Context: an optimization exercise on an open-source flow, tuned for small area, a short achievable clock period and few clock cycles per item. The choices shown serve that exercise and are no tape-out recipe. In this exercise RTL edits were held to simulation tests only and were not proved equivalent to the original.

## pid_cell
module pid_cell #(
    parameter int                     DATA_WIDTH = 32,
    parameter int                     DATA_SIZE  = 128,
    parameter int                     FRAC_BITS  = pid_pkg::FRAC_BITS_DEF,
    parameter logic signed [DATA_WIDTH-1:0] OUT_MAX = 32'h7FFFFFFF,
    parameter logic signed [DATA_WIDTH-1:0] OUT_MIN = 32'h80000000
) (
    input  logic                  aclk,
    input  logic                  aresetn,
    input  logic [DATA_SIZE-1:0]  regs_in,
    input  logic                  param_en,
    input  logic [DATA_WIDTH-1:0] s_data,
    input  logic                  s_valid,
    output logic                  s_ready,
    output logic [DATA_WIDTH-1:0] m_data,
    output logic                  m_valid,
    input  logic                  m_ready,
    output logic                  busy
);
==> flow/config.mk <==
export PLATFORM = sky130hd
export DESIGN_NAME = pid_cell
export DESIGN_NICKNAME = pid_cell
export VERILOG_FILES = /design/flow/design.v
export SDC_FILE = /design/flow/constraint.sdc
export NUM_CORES = 4
export LEC_CHECK = 0
export ABC_AREA = 1
export CAP_MARGIN = 20
export CORE_MARGIN = 2
export CORE_UTILIZATION = 55
export SLEW_MARGIN = 20
export SYNTH_HIERARCHICAL = 1
export SYNTH_MINIMUM_KEEP_SIZE = 0
export TNS_END_PERCENT = 5
==> flow/constraint.sdc <==
create_clock -name core_clock -period 16.0 [get_ports {aclk}]
set_input_delay 3.2000 -clock core_clock [delete_from_list [all_inputs] [get_ports {aclk}]]
set_output_delay 3.2000 -clock core_clock [all_outputs]
set_load 0.01 [all_outputs]
standard.sh (not shown) runs the stock make flow with config.mk's settings and CLKGATE_MAP_FILE= SYNTH_SCRIPT=/design/flow/synth_recipe.tcl, a recipe that flattens the netlist after the stock synthesis.
==> flow/flow/run.sh <==
#!/bin/bash
set -euo pipefail
bash standard.sh finish SETUP_SLACK_MARGIN=10 > standard_finish.log 2>&1
The starting point completed with no timing, DRC or antenna violations.
Testbench counts at the start, summed over its fixed seeds: cycles 2,176, items 2,048.
Rerun with:
Settings changed: TNS_END_PERCENT 5 to not set.
The changed run ran to the end with no violations. Critical path depth rises by 1. Area after synthesis is unchanged. Design area rose by 2.4%. Setup slack got worse by 0.0053 ns. Sequential share of layout area falls by 0.27 points. Clock-buffer cell count stays the same.


## run A
Another version of the RTL of pid_cell (not shown whole).
Size in the first run: about 680 flip-flops, ~200 I/O pins, ~110000 sq um of cells after synthesis.
clock: 16.0 ns
lec_check: 0
abc_area: 1
cap_margin: 20
core_margin: 2
core_utilization: 62
slew_margin: 20
synth_hierarchical: 1
synth_minimum_keep_size: 0
tns_end_percent: 5
==> flow/flow/run.sh <==
#!/bin/bash
set -euo pipefail
bash standard.sh finish SETUP_SLACK_MARGIN=11.5 > standard_finish.log 2>&1
Run A | ERROR | detailed routing (5_2_route)
Testbench counts of run A, summed over its fixed seeds: cycles 2,240, items 2,048.
## Diff of input files: run B against run A
# run A
export LEC_CHECK = 0
export ABC_AREA = 1
export CAP_MARGIN = 20
export CORE_MARGIN = 2
export CORE_UTILIZATION = 62
export SLEW_MARGIN = 20
export SYNTH_HIERARCHICAL = 1
export SYNTH_MINIMUM_KEEP_SIZE = 0
export TNS_END_PERCENT = 5
create_clock -name core_clock -period 16.0 [get_ports {aclk}]
# run B
export LEC_CHECK = 0
export ABC_AREA = 1
export CAP_MARGIN = 20
export CORE_MARGIN = 2
export CORE_UTILIZATION = 55
export CTS_CLUSTER_DIAMETER = 100
export CTS_CLUSTER_SIZE = 20
export SLEW_MARGIN = 20
export SYNTH_HIERARCHICAL = 1
export SYNTH_MINIMUM_KEEP_SIZE = 0
export TNS_END_PERCENT = 0
create_clock -name core_clock -period 16.0 [get_ports {aclk}]
==> comparison <==
Delta (run B minus run A): worst setup timing slack at the placement stage fell 440 ps; HPWL after detailed placement rose about 2.5%; met1 global-route usage fell 3.6 points; number of antenna violations at the first check in global routing rose 13; overall die height rose 6.1%.
Run B finished end to end and its layout was clean on timing, DRC and antenna.
Per the comparison of run B with run A, initial core utilization saw a decrease, global-route wire length before repair saw an increase.
Run B gives less met3 demand-to-capacity share in global routing than run A did.
When run B is set beside run A, its global-route usage turns out to be 3.5 points smaller.
Reported for run A and run B, number of synthesized register bits turned out identical to the last digit.
#### Input delta (run C over run B)
# run B
export LEC_CHECK = 0
export ABC_AREA = 1
export CAP_MARGIN = 20
export CORE_MARGIN = 2
export CORE_UTILIZATION = 55
export CTS_CLUSTER_DIAMETER = 100
export CTS_CLUSTER_SIZE = 20
export SLEW_MARGIN = 20
export SYNTH_HIERARCHICAL = 1
export SYNTH_MINIMUM_KEEP_SIZE = 0
export TNS_END_PERCENT = 0
create_clock -name core_clock -period 16.0 [get_ports {aclk}]
# run C
export LEC_CHECK = 0
export ABC_AREA = 1
export CAP_MARGIN = 20
export CORE_MARGIN = 2
export CORE_UTILIZATION = 55
export SLEW_MARGIN = 20
export SYNTH_HIERARCHICAL = 1
export SYNTH_MINIMUM_KEEP_SIZE = 0
export TNS_END_PERCENT = 5
create_clock -name core_clock -period 16.0 [get_ports {aclk}]
Results
- Run C completed; timing, DRC and antenna clean
- Taking run B as the reference, in run C global routing met3 resource utilization saw an increase, routed wire length now sits higher, CTS H-tree depth increased 1.
- Multi-input logic portion of the cell area for run C: 0.87 points down relative to run B
- Compared to run B, run C has non-clock buffer count 11% higher.
- Compared with run B, in run C number of stages on the worst setup path lower, met1 capacity usage during global routing roughly the same.


== 03-08 ==
Starting RTL as in the previous note.
## pid_cell
module pid_cell #(
    parameter int                     DATA_WIDTH = 32,
    parameter int                     DATA_SIZE  = 128,
    parameter int                     FRAC_BITS  = pid_pkg::FRAC_BITS_DEF,
    parameter logic signed [DATA_WIDTH-1:0] OUT_MAX = 32'h7FFFFFFF,
    parameter logic signed [DATA_WIDTH-1:0] OUT_MIN = 32'h80000000
) (
    input  logic                  aclk,
    input  logic                  aresetn,
    input  logic [DATA_SIZE-1:0]  regs_in,
    input  logic                  param_en,
    input  logic [DATA_WIDTH-1:0] s_data,
    input  logic                  s_valid,
    output logic                  s_ready,
    output logic [DATA_WIDTH-1:0] m_data,
    output logic                  m_valid,
    input  logic                  m_ready,
    output logic                  busy
);
Settings: LEC_CHECK=0, ABC_AREA=1, CAP_MARGIN=20, CORE_MARGIN=2, CORE_UTILIZATION=55, SLEW_MARGIN=20, SYNTH_HIERARCHICAL=1, SYNTH_MINIMUM_KEEP_SIZE=0, TNS_END_PERCENT=0; clock period 16.0 ns.
Scripts as last shown in full above: flow/flow/run.sh
03-08 reached the end of the flow, and the finished layout is clean on the timing, design-rule and antenna checks.
Testbench counts of 03-08, summed over its fixed seeds: cycles 2,240, items 2,048.
--- input diff 03-08..08-21 ---
==> flow/flow/run.sh <==
#!/bin/bash
set -euo pipefail
bash standard.sh finish SETUP_SLACK_MARGIN=12 > standard_finish.log 2>&1
==> results.txt <==
Summary of 08-21 over 03-08: global-route usage went up by 0.40 points; number of non-clock buffers in the layout increased by about 4.5% relative to the old numbers.

[afterwards: timing with drivers on the ports]
The flow's constraints put no driver on any port. The routed layouts listed below were extracted and timed again, unchanged, in two steps. Step 1 sets driving cells, clkbuf_16 on the clock port and buf_2 on the other inputs (assumed; they add their load-dependent delay and slew). Step 2 times the ports against the registers' clock, not the clock port: input delays grow and output delays shrink by t, the midpoint of the rising clock arrivals with the driver on. Slacks: ideal ports / drivers / drivers and shift; pairs: ideal ports / drivers.
run	t (ns)	slack for setup (ns)	worst data-port slew with drivers (ns)
the first run of note 1	0.836	9.536 / 9.536 / 9.000	0.07
the second run of note 1	0.845	9.531 / 9.531 / 9.210	0.07
run B	0.815	11.212 / 11.212 / 10.573	0.11
run C	0.824	11.256 / 11.256 / 10.650	0.13
03-08	0.821	11.267 / 11.267 / 10.559	0.11
08-21	0.823	11.326 / 11.326 / 10.775	0.12
After both steps every run listed still meets setup and hold. For 03-08, which loses most, drivers alone change the setup slack by 0.000 ns; drivers and shift together by -0.708 ns.
